This is an optimization exercise on Yosys and OpenROAD, whose aim is small area, a short achievable clock period and few clock cycles per item, not a production implementation.
Only simulation tests tie the RTL to the original design; equivalence was not proved.

==> flow/design.v, too long to show whole: its modules and the start of the top module <==
// module poly_horner_seq: 1839 lines
// module phs_fa: 5 lines
module poly_horner_seq (
    input  logic               clk,
    input  logic               rst,
    input  logic               coeff_we,
    input  logic [3:0]         coeff_addr,
    input  logic signed [15:0] coeff_wdata,
    input  logic signed [15:0] x,
    input  logic               start,
    output logic               busy,
    output logic               done,
    output logic signed [31:0] sum,
    output logic               ovf
);
  // ...
==> flow/run.sh <==
#!/bin/bash
# synth_recipe.tcl (not shown) runs the flow's synth.tcl, then flattens the netlist and writes it again
# the make line also repeats each setting of config.mk as NAME=value (left out here)
make -C /OpenROAD-flow-scripts/flow DESIGN_CONFIG=/design/flow/config.mk WORK_HOME=/design/flow/orfs CLKGATE_MAP_FILE= SYNTH_SCRIPT=/design/flow/synth_recipe.tcl finish
==> flow/config.mk <==
export PLATFORM = sky130hd
export DESIGN_NAME = poly_horner_seq
export DESIGN_NICKNAME = poly_horner_seq
export VERILOG_FILES = /design/flow/design.v
export SDC_FILE = /design/flow/constraint.sdc
export NUM_CORES = 4
export LEC_CHECK = 0
export ABC_AREA = 1
export CAP_MARGIN = 20
export CORE_MARGIN = 2
export CORE_UTILIZATION = 55
export SETUP_SLACK_MARGIN = 3.7
export SLEW_MARGIN = 20
export SYNTH_HIERARCHICAL = 1
export SYNTH_MINIMUM_KEEP_SIZE = 0
==> flow/constraint.sdc <==
create_clock -name core_clock -period 9.0 [get_ports {clk}]
set_input_delay 1.8000 -clock core_clock [delete_from_list [all_inputs] [get_ports {clk}]]
set_output_delay 1.8000 -clock core_clock [all_outputs]
set_load 0.01 [all_outputs]
==> notes.md, run 1 <==
- Min Tclk post-route: 5.21 ns
- Post-synthesis async set-or-reset flop share: 15.2%
- Layout cells sized above 1: 10.9%
- Hold path cells: 2
- Post-Syn Instances: 2308
- DIE AREA: 43500 um2
- Synth Area in Adders: 26.2%
- Worst Hold Launch: r_coeff[9][6]$_DFFE_PP_
- Placed Area: 24100 um2
- Top delay family on crit path: adder cells
- Status: timing/DRC/antenna clean
- Design Area, Final: 25900 um2
- FFs & Latches: 269
- Post-route clock period utilization: 57.9%
- Vias/cell: 6.03
- TNS Setup: 0 ns
- Synth Cell Area: 23000 um2
- Wire length on met2: 32500 um
- Met2 Use GR: 51.4%
- Area of the multi-input gates: 14000 um2
- Routability Congestion: 0.883
- R2R Path Start: r_bneg[5]$_DFFE_PP0P_
- Sequential cell area share: 29.7%
- Largest net degree at the start of global routing: 88
- Rows: 74
- Die Y: 209 um
- Clock sinks: 269
- Crit. End Element: flop
- Post-layout util: 63.1%
- WHS Endpoint: r_c[6]$_DFF_P_
- Clock-cell share of area: 3.69%
- Data buffer area share: 6.46%
- Compound-Gate Fraction of Synth Area: 10.9%
- Most common cell on crit path: nand2_1
Testbench counts, summed over its fixed seeds: cycles 14,440, evals 1,280.
==> run 2: changes to the inputs <==
--- a/flow/design.v
+++ b/flow/design.v
@@ -1793,18 +1793,20 @@
         if (rst) begin
             r_busy <= 1'b0;
             r_done <= 1'b0;
             r_idx  <= 4'd10;
             r_bone <= '0;
             r_btwo <= '0;
             r_bneg <= '0;
             r_cval <= '0;
+            r_c    <= '0;    
         end else begin
             r_done <= w_last;
+            r_c    <= w_cn;
             if (w_wr) r_cval[coeff_addr] <= 1'b1;
             r_idx <= w_idx_n;
             if (w_acc_st) begin
                 r_busy <= 1'b1;
                 r_bone <= w_xone;
                 r_btwo <= w_xtwo;
                 r_bneg <= w_xneg;
             end else if (r_busy) begin
@@ -1816,17 +1818,16 @@
                 end
             end
         end
     end
     always_ff @(posedge clk) begin
         if (w_wr) r_coeff[coeff_addr] <= coeff_wdata;
     end
     always_ff @(posedge clk) begin
-        r_c     <= w_cn;
         r_ge    <= w_ge;
         r_cneg  <= w_craw[15];
         if (w_acc_st | r_busy) begin
             r_acc <= w_s;
         end
         if (w_acc_st) begin
             r_ovf <= 1'b0;
         end else if (r_busy | r_done) begin
==> flow/config.mk (replaced) <==
export PLATFORM = sky130hd
export DESIGN_NAME = poly_horner_seq
export DESIGN_NICKNAME = poly_horner_seq
export VERILOG_FILES = /design/flow/design.v
export SDC_FILE = /design/flow/constraint.sdc
export NUM_CORES = 4
export LEC_CHECK = 0
export ABC_AREA = 1
export CAP_MARGIN = 20
export CORE_MARGIN = 2
export CORE_UTILIZATION = 40
export SETUP_SLACK_MARGIN = 3.7
export SLEW_MARGIN = 20
export SYNTH_HIERARCHICAL = 1
export SYNTH_MINIMUM_KEEP_SIZE = 0
==> run 2 against run 1 <==
  * Critical path depth is 1 lower
  * Setup slack better by 0.12 ns
  * Via count is 1.3% higher
  * Cell count is 7.4% higher
  * Largest cell class unchanged
  * First-iteration DRC count is 0.47% lower
  * Highest routed layer is now met5
  * Still clean on timing, DRC and antenna
==> notes.md, run 2 <==
- Core Area: 56600 um2 (was 41000 um2)
- CTS Hold Bufs: 0 (unchanged)
- Worst EP required: 9.47 ns (was 9.43 ns)
- First-pass GRT wire length: 105000 um (was 103000 um)
- Initial antenna violation count: 1 (was 0)
- DRT iter0 DRCs: 1690 (was 1698)
- Worst path slowest cell: fa_1 (unchanged)
- CTS max path bufs: 3 (unchanged)
- Clock-pin slew on the worst setup and hold paths: 0.06 ns (about the same)
- Largest reg by FF count: r_coeff (unchanged)
- Seq/Total Area, Yosys: 33.8% (was 33.4%)
- Die Y: 244 um (was 209 um)
- Congestion Overflow GR: 0 (unchanged)
- Largest net degree at the start of global routing: 88 (unchanged)
- CP Max Fanout: 17 (was 32)
- Pre-antenna DRT Iters: 6 (was 7)
- Synthesized netlist net count: 2683 (was 2689)
- Detail Route Antenna Nets: 0 (unchanged)
- Largest cells by area after synthesis: edfxtp_1 (27%), fa_1 (20%), xor2_1 (11%) (unchanged)
- Worst Setup Slack, final: 3.90 ns (was 3.79 ns)
- Netlist cell types: 47 (was 52)
- Worst Path Buf+Inv: 2 (was 5)
- DR vias: 17879 (was 17649)
- Reg-to-Reg End: r_ovf$_SDFFE_PP0P_ (was r_acc[28]$_DFFE_PP_)
- Most common flop cell mapped by yosys: edfxtp_1 (unchanged)
- Slew margin rel.: 27.0% (was 34.1%)
- Clk latency of the worst-skew pair: 0.60 ns (was 0.62 ns)
- Min Tclk post-route: 5.10 ns (was 5.21 ns)
- Pre-CTS setup slack: 3.39 ns (was 3.47 ns)
- Hold Fails Final Rpt: 0 (unchanged)
- Area Overhead vs Synth: 14.4% (was 12.5%)
- CP Class: reg2reg (unchanged)
- Final-report max-slew violation count: 0 (unchanged)
- Flop2flop setup slack: 3.90 ns (was 3.79 ns)
- DIE AREA: 59400 um2 (was 43500 um2)
- Initial Utilization: 40.6% (was 56.1%)
- Rows: 87 (was 74)
- Most common cell after layout, fill and taps aside: nand2_1 (unchanged)
- R2R Path Start: r_acc[30]$_DFFE_PP_ (was r_bneg[5]$_DFFE_PP0P_)
- Top post-synthesis cells by count: nand2_1 (367), xor2_1 (297), o22ai_1 (264) (was nand2_1 (363), xor2_1 (294), o22ai_1 (263))
- Layout cells sized above 1: 10.3% (was 10.9%)
- Max-cap violations: 0 (unchanged)
- Flip-flop and latch count after synthesis: 269 (unchanged)
- Die width: 244 um (was 209 um)
- Skew final: 0.0255 ns (was 0.0286 ns)
- CP startpoint: r_acc[30]$_DFFE_PP_ (was r_bneg[5]$_DFFE_PP0P_)
- Largest stage delay, worst path: 0.57 ns (was 0.55 ns)
- CTS tree: done (unchanged)
- GR Util All Layers: 22.6% (was 30.7%)
- Final setup viols: 0 (unchanged)
- Status: timing/DRC/antenna clean (unchanged)
- Layout fillers: 5292 (was 3419)
- Post-Syn Instances: 2302 (was 2308)
- Vias/cell: 5.68 (was 6.03)
- Syn Area/Cell: 9.98 um2 (was 9.97 um2)
- Vias in the first global route: 17921 (was 17779)
- Top-area cell type share of the netlist area: 27.2% (about the same)
- DR WL/cell: 21.5 um (was 22.9 um)
- Ports: 75 (unchanged)
- Peak Freq: 0.196 GHz (was 0.192 GHz)
- Ant diodes: 0 (unchanged)
- Reg2Reg Depth: 19 (was 20)
- Clock sinks: 269 (unchanged)
- Crit. End Element: flop (unchanged)
- Worst Setup EP: r_ovf$_SDFFE_PP0P_ (was r_acc[28]$_DFFE_PP_)
- Non-filler cells, final: 3145 (was 2927)
- Final nets: 2745 (was 2751)
- Post-synthesis async set-or-reset flop share: 21.6% (was 15.2%)
- RSZ-0062 raised after global routing: no (was yes)
- H-tree lvl count: 1 (unchanged)
- Tightest Pin Transition: 1.09 ns (was 0.988 ns)
- Most frequent cell after synthesis: nand2_1 (unchanged)
- Largest registers: r_coeff (176), r_acc (32), r_c (17) (unchanged)
- Top delay family on crit path: adder cells (unchanged)
- Cell at the root of the clock tree: clkbuf_16 (unchanged)
- Setup crit start kind: flop (unchanged)
- Drt drc: 0 (unchanged)
- IO Port Bufs: 74 (unchanged)
- Number of placed cells counting well taps: 3008 (was 2796)
- Synth Cell Area: 23000 um2 (about the same)
- DP HPWL: 45400 um (was 45700 um)
- Cell Chain, Critical Path: clkinv_1 -> o22ai_1 -> xor2_1 -> fa_1 -> fa_1 -> fa_1 -> fa_1 -> inv_1 -> ha_1 -> xor2_1 -> nand2_1 -> nor3_1 -> nand3_1 -> nor2_1 -> nand3_1 -> nand3_1 -> nand2_1 -> nand2_1 -> a21oi_1 (was buf_4 -> inv_1 -> xor2_1 -> fa_1 -> fa_1 -> fa_1 -> ha_1 -> nand2_1 -> inv_1 -> nand3_1 -> nor2_1 -> nand2_1 -> nand2_2 -> inv_2 -> o21bai_4 -> inv_1 -> o21ai_2 -> nand2_1 -> nand2_1 -> xor2_1)
- Most common cell on crit path: fa_1 (was nand2_1)
- YS warnings: 7 (unchanged)
- CP Depth: 19 (was 20)
- Post-synth EDFFs: 208 (unchanged)
- Routability Congestion: 0.874 (was 0.883)
- Routed WL: 67600 um (was 67100 um)
- HP Class: reg2reg (unchanged)
- Number of flip-flops in the largest register: 176 (unchanged)
- Most frequent cells in the layout: nand2_1 (365), xor2_1 (296), o22ai_1 (264) (was nand2_1 (362), xor2_1 (294), o22ai_1 (262))
- TNS Setup: 0 ns (unchanged)
- CTS Buf Count: 31 (unchanged)
- Area leader, netlist: edfxtp_1 (unchanged)
- Post-route clock period utilization: 56.6% (was 57.9%)
- Worst EP arrival: 5.56 ns (was 5.65 ns)
==> run 2: changes by cell type in the layout (fill, tap and decap cells not counted), sizes merged, moves of 3 or more <==
cell and change:
dfxtp -17, nand2 +7, clkinvlp -10, inv +4, o21a -3, xor2 +3
dfrtp +17, clkbuf +6, nor2 -4, xnor2 -4, a21oi +3, buf -6
==> run 2: metrics by stage <==
step | instance area, um2 | hold slack (ns) | util (%)
2_1_floorplan | 23000 | 0.422 | -
3_3_place_gp | 24300 | 0.440 | 43.0
3_5_place_dp | 24400 | 0.445 | 43.0
4_1_cts | 25500 | 0.449 | 45.1
5_1_grt | 26300 | 0.473 | 46.5
6_report | 26300 | 0.456 | 46.5
==> run 2: what timing repair did <==
action,CTS,global route
buffers inserted,6,67
gates cloned,4,1
resized for setup,28,34
endpoints found under the hold margin,0,0
setup endpoints to repair,18,19
==> run 2: worst min-delay path by stage <==
stage | from | endpoint | cells past startpoint | slack, ns
3_5_place_dp | r_cval[5]$_DFFE_PP0P_ | r_cval[5]$_DFFE_PP0P_ | 2 | 0.45
5_1_grt | r_coeff[9][5]$_DFFE_PP_ | r_c[5]$_DFF_PP0_ | 2 | 0.47
2_1_floorplan | r_cval[0]$_DFFE_PP0P_ | r_cval[0]$_DFFE_PP0P_ | 2 | 0.42
3_3_place_gp | r_cval[0]$_DFFE_PP0P_ | r_cval[0]$_DFFE_PP0P_ | 2 | 0.44
6_report | r_cval[6]$_DFFE_PP0P_ | r_cval[6]$_DFFE_PP0P_ | 2 | 0.46
4_1_cts | r_coeff[9][5]$_DFFE_PP_ | r_c[5]$_DFF_PP0_ | 2 | 0.45
==> run 2: per-module statistics from Yosys, one instance, submodules excluded <==
module / cells / copies in the design / area (um2)
poly_horner_seq: 2088 / 1 / 18700
phs_fa: 1 / 214 / 20.0
==> run 2: logic make-up (layout without fill, tap and decap cells) <==
kind of cell    Yosys count  in the layout  share of synthesized area, %
compound gates          413            413                          10.9
xor+xnor                307            307                          11.7
fa+ha+maj               341            341                          26.1
buf+inv                 355            442                          6.10
flops                   269            269                          33.8
simple gates            617            617                          11.4
==> run 2: layout make-up <==
| type | instances | area (um2) | share of cell area, % |
|---|---|---|---|
| Timing Repair Buffer | 178 | 1710 | 6.51 |
| Sequential cell | 269 | 7780 | 29.6 |
| Inverter | 201 | 867 | 3.30 |
| Timing Repair inverter | 5 | 35.0 | 0.133 |
| Multi-Input combinational cell | 1678 | 13900 | 53.0 |
| Clock inverter | 19 | 173 | 0.657 |
| Clock buffer | 39 | 836 | 3.18 |
| Tap cell | 756 | 946 | 3.60 |
==> run 2: routing by layer <==
layer | wire, um | up-vias | track usage [%]
li1 | - | 7963 | -
met1 | 27400 | 8914 | 30.1
met2 | 32400 | 823 | 37.2
met3 | 5310 | 177 | 3.37
met4 | 2540 | 2 | 8.29
met5 | 13 | - | 0
==> run 2: worst register-to-register path, stage by stage, from the launching register on <==
cell	delay [ns]
edfxtp_1	0.38
clkinv_1	0.50
o22ai_1	0.41
xor2_1	0.22
fa_1	0.51
fa_1	0.47
fa_1	0.43
fa_1	0.57
inv_1	0.05
ha_1	0.31
xor2_1	0.16
nand2_1	0.09
nor3_1	0.22
nand3_1	0.12
nor2_1	0.15
nand3_1	0.10
nand3_1	0.10
nand2_1	0.08
nand2_1	0.06
a21oi_1	0.05
Testbench counts of run 2, summed over its fixed seeds: cycles 14,440, evals 1,280.
==> run 3: changes to the inputs <==
--- a/flow/config.mk
+++ b/flow/config.mk
@@ -11,3 +11,3 @@
 export CORE_UTILIZATION = 40
-export SETUP_SLACK_MARGIN = 3.7
+export SETUP_SLACK_MARGIN = 3.5
 export SLEW_MARGIN = 20
==> run 3 against run 2 <==
  * Register-to-register slack got worse by 0.21 ns
  * Final area decreased by 1.9%
  * Wire length decreased by 0.60%
  * Still clean
  * Critical endpoint is now r_acc[30]$_DFFE_PP_
  * Non-clock buffer count decreased by 47
  * Count of clock-buffer cells in the layout unchanged
  * Area after synthesis unchanged
  * Global-route usage decreased by 0.32 points
==> notes.md, run 3 <==
- Status: timing/DRC/antenna clean (unchanged)
- Tightest Pin Transition: 1.11 ns (was 1.09 ns)
- Most frequent cell after synthesis: nand2_1 (unchanged)
- Flop2flop setup slack: 3.70 ns (was 3.90 ns)
- Routability Congestion: 0.874 (unchanged)
- Clock-pin slew on the worst setup and hold paths: 0.06 ns (about the same)
- Layout cells sized above 1: 7.95% (was 10.3%)
- TNS Setup: 0 ns (unchanged)
- Ant diodes: 0 (unchanged)
- Final-report max-slew violation count: 0 (unchanged)
- DP HPWL: 45400 um (unchanged)
- Largest cells by area after synthesis: edfxtp_1 (27%), fa_1 (20%), xor2_1 (11%) (unchanged)
- Post-synth EDFFs: 208 (unchanged)
- CTS max path bufs: 3 (unchanged)
- Die Y: 244 um (unchanged)
- Synth Cell Area: 23000 um2 (unchanged)
- Worst EP required: 9.34 ns (was 9.47 ns)
- Number of flip-flops in the largest register: 176 (unchanged)
- Area of the multi-input gates: 13900 um2 (about the same)
- Clk latency of the worst-skew pair: 0.60 ns (about the same)
- GR Util All Layers: 22.2% (was 22.6%)
- Post-synthesis async set-or-reset flop share: 21.6% (unchanged)
- Hold path cells: 2 (unchanged)
- Syn Area/Cell: 9.98 um2 (unchanged)
- Largest net degree at the start of global routing: 88 (unchanged)
- DR vias: 17597 (was 17879)
- Reg2Reg Depth: 20 (was 19)
- Flip-flop and latch count after synthesis: 269 (unchanged)
- Most common cell after layout, fill and taps aside: nand2_1 (unchanged)
- Setup crit start kind: flop (unchanged)
- Largest reg by FF count: r_coeff (unchanged)
- Worst EP arrival: 5.65 ns (was 5.56 ns)
- Pre-antenna DRT Iters: 5 (was 6)
- Cell at the root of the clock tree: clkbuf_16 (unchanged)
- Synthesized netlist net count: 2683 (unchanged)
- Post-route clock period utilization: 58.9% (was 56.6%)
- DR WL/cell: 21.7 um (was 21.5 um)
- Initial antenna violation count: 1 (unchanged)
- Area leader, netlist: edfxtp_1 (unchanged)
- Reg-to-Reg End: r_acc[30]$_DFFE_PP_ (was r_ovf$_SDFFE_PP0P_)
- Post-Syn Instances: 2302 (unchanged)
- IO Port Bufs: 74 (unchanged)
- Reg area: 7770 um2 (was 7780 um2)
- First-pass GRT wire length: 104000 um (was 105000 um)
- Most common flop cell mapped by yosys: edfxtp_1 (unchanged)
- Top-area cell type share of the netlist area: 27.2% (unchanged)
- Congestion Overflow GR: 0 (unchanged)
- Max-cap violations: 0 (unchanged)
- HP Class: reg2reg (unchanged)
- Hold Fails Final Rpt: 0 (unchanged)
- DRT iter0 DRCs: 1893 (was 1690)
- Area Overhead vs Synth: 12.3% (was 14.4%)
- Largest registers: r_coeff (176), r_acc (32), r_c (17) (unchanged)
- Most frequent cells in the layout: nand2_1 (367), xor2_1 (297), o22ai_1 (264) (was nand2_1 (365), xor2_1 (296), o22ai_1 (264))
- Vias in the first global route: 17866 (was 17921)
- CTS tree: done (unchanged)
- CTS Hold Bufs: 0 (unchanged)
- Drt drc: 0 (unchanged)
- YS warnings: 7 (unchanged)
- Top post-synthesis cells by count: nand2_1 (367), xor2_1 (297), o22ai_1 (264) (unchanged)
- CP Max Fanout: 17 (unchanged)
- WHS Endpoint: r_cval[6]$_DFFE_PP0P_ (unchanged)
- Initial Utilization: 40.6% (unchanged)
- Skew final: 0.0273 ns (was 0.0255 ns)
- R2R Path Start: r_bneg[1]$_DFFE_PP0P_ (was r_acc[30]$_DFFE_PP_)
- Ports: 75 (unchanged)
- Slew margin rel.: 26.0% (was 27.0%)
- Final setup viols: 0 (unchanged)
- Rows: 87 (unchanged)
- Peak Freq: 0.189 GHz (was 0.196 GHz)
- Die width: 244 um (unchanged)
- Netlist cell types: 47 (unchanged)
- H-tree lvl count: 1 (unchanged)
- Worst Hold Launch: r_cval[6]$_DFFE_PP0P_ (unchanged)
- Min Tclk post-route: 5.30 ns (was 5.10 ns)
- Seq/Total Area, Yosys: 33.8% (unchanged)
- Core Area: 56600 um2 (unchanged)
- RSZ-0062 raised after global routing: no (unchanged)
- DIE AREA: 59400 um2 (unchanged)
- Final Hold Slack: 0.456 ns (about the same)
- Post-layout util: 45.6% (was 46.5%)
- Detail Route Antenna Nets: 0 (unchanged)
- Final nets: 2697 (was 2745)
- Crit. End Element: flop (unchanged)
- Vias/cell: 5.68 (about the same)
- CTS Buf Count: 31 (unchanged)
- Clock sinks: 269 (unchanged)
- CP Class: reg2reg (unchanged)
- Layout fillers: 5325 (was 5292)
- Routed WL: 67200 um (was 67600 um)
## run 3: cell counts after synthesis
Identical to the previous run, type by type.
## run 3: routing by layer
layer	vias up	global-route usage (%)	share of wire, %
met5	-	0	0.019
met4	2	7.78	3.5
met3	163	3.15	7.3
met2	789	37.0	48
met1	8779	29.7	41
li1	7864	-	-
## run 3: worst max path at each step
stage / depth (start not counted) / end / startpoint / slack [ns]
6_report: 20 / r_acc[30]$_DFFE_PP_ / r_bneg[1]$_DFFE_PP0P_ / 3.70
5_1_grt: 21 / r_acc[30]$_DFFE_PP_ / r_acc[12]$_DFFE_PP_ / 3.46
4_1_cts: 22 / r_ovf$_SDFFE_PP0P_ / r_acc[19]$_DFFE_PP_ / 3.52
3_5_place_dp: 21 / r_acc[30]$_DFFE_PP_ / r_bone[0]$_DFFE_PP0P_ / 3.39
3_3_place_gp: 21 / r_acc[28]$_DFFE_PP_ / r_bone[1]$_DFFE_PP0P_ / 3.46
2_1_floorplan: 17 / r_ge$_DFF_P_ / r_bneg[0]$_DFFE_PP0P_ / 4.23
## run 3: what timing repair did
item                                    in CTS  in global routing
endpoints found under the setup margin       9                 16
setup buffers                                0                 26
resized for setup                           14                 27
cloned                                       0                  4
## run 3: metrics by stage
| step | setup WS [ns] | instance area (um2) | cells |
|---|---|---|---|
| final | 3.70 | 25800 | 3097 |
| after global routing | 3.46 | 25800 | 3097 |
| after CTS | 3.52 | 25400 | 3066 |
| after detailed placement | 3.39 | 24400 | 3008 |
| after global placement | 3.46 | 24300 | 3007 |
| after floorplan | 4.23 | 23000 | 2302 |
## run 3: worst max-delay path, stage by stage (launching register included)
cell and delay [ns]:
dfrtp_2 0.69, buf_4 0.42, xor2_1 0.29, fa_1 0.49
fa_1 0.43, fa_1 0.52, fa_1 0.44, ha_1 0.35
nand2_1 0.08, nor2_1 0.13, inv_1 0.05, nor2_1 0.09
nand2_1 0.06, nand2_1 0.20, inv_1 0.17, o21bai_4 0.16
inv_1 0.10, o21ai_2 0.15, nand2_1 0.07, nand2_1 0.08
xor2_1 0.06
## run 3: area by class of cell
| cell class | count | area share, % |
|---|---|---|
| Clock inverter | 19 | 0.669 |
| Sequential cell | 269 | 30.1 |
| Timing Repair Buffer | 131 | 4.91 |
| Multi-Input combinational cell | 1678 | 54.0 |
| Clock buffer | 39 | 3.24 |
| Timing Repair inverter | 4 | 0.116 |
| Tap cell | 756 | 3.67 |
| Inverter | 201 | 3.31 |
## run 3: cells by family after synthesis
logic type | after synthesis | share of synthesized area, %
XOR/XNOR | 307 | 11.7
adder cells (fa/ha/maj) | 341 | 26.1
AO/OA/AOI/OAI | 413 | 10.9
AND/OR/NAND/NOR | 617 | 11.4
buffers and inverters | 355 | 6.10
flip-flops | 269 | 33.8
## run 3: Yosys stat by module, one instance, submodules excluded
module | flip-flops and latches | cell area [um2]
poly_horner_seq | 269 | 18700
phs_fa | 0 | 20.0

[static timing again, ports no longer ideal]
Ports are ideal in the flow. The routed layouts listed here were re-timed in OpenROAD.
Step 1 (the two cells are an assumption about what drives the block):
set clk [get_ports {clk}]
set_driving_cell -lib_cell sky130_fd_sc_hd__clkbuf_16 $clk
set_driving_cell -lib_cell sky130_fd_sc_hd__buf_2 [delete_from_list [all_inputs] $clk]
Step 2 also shifts input and output timing later by t, the mid clock arrival at the registers, as if the neighbouring blocks saw the same clock.
Slacks: ideal / step 1 / step 2; pairs: ideal / step 1.
run	shift t [ns]	setup slack, ns	worst setup path after step 2	slew at the worst register clock pin (ns)	pins driven straight from the clock port
run 1	0.657	3.786 / 3.786 / 3.786	register to register	0.07 / 0.07	1
run 2	0.641	3.902 / 3.857 / 3.902	register to register	0.07 / 0.07	1
run 3	0.642	3.695 / 3.695 / 3.695	register to register	0.07 / 0.07	1
After both steps setup and hold are still met in every run listed.
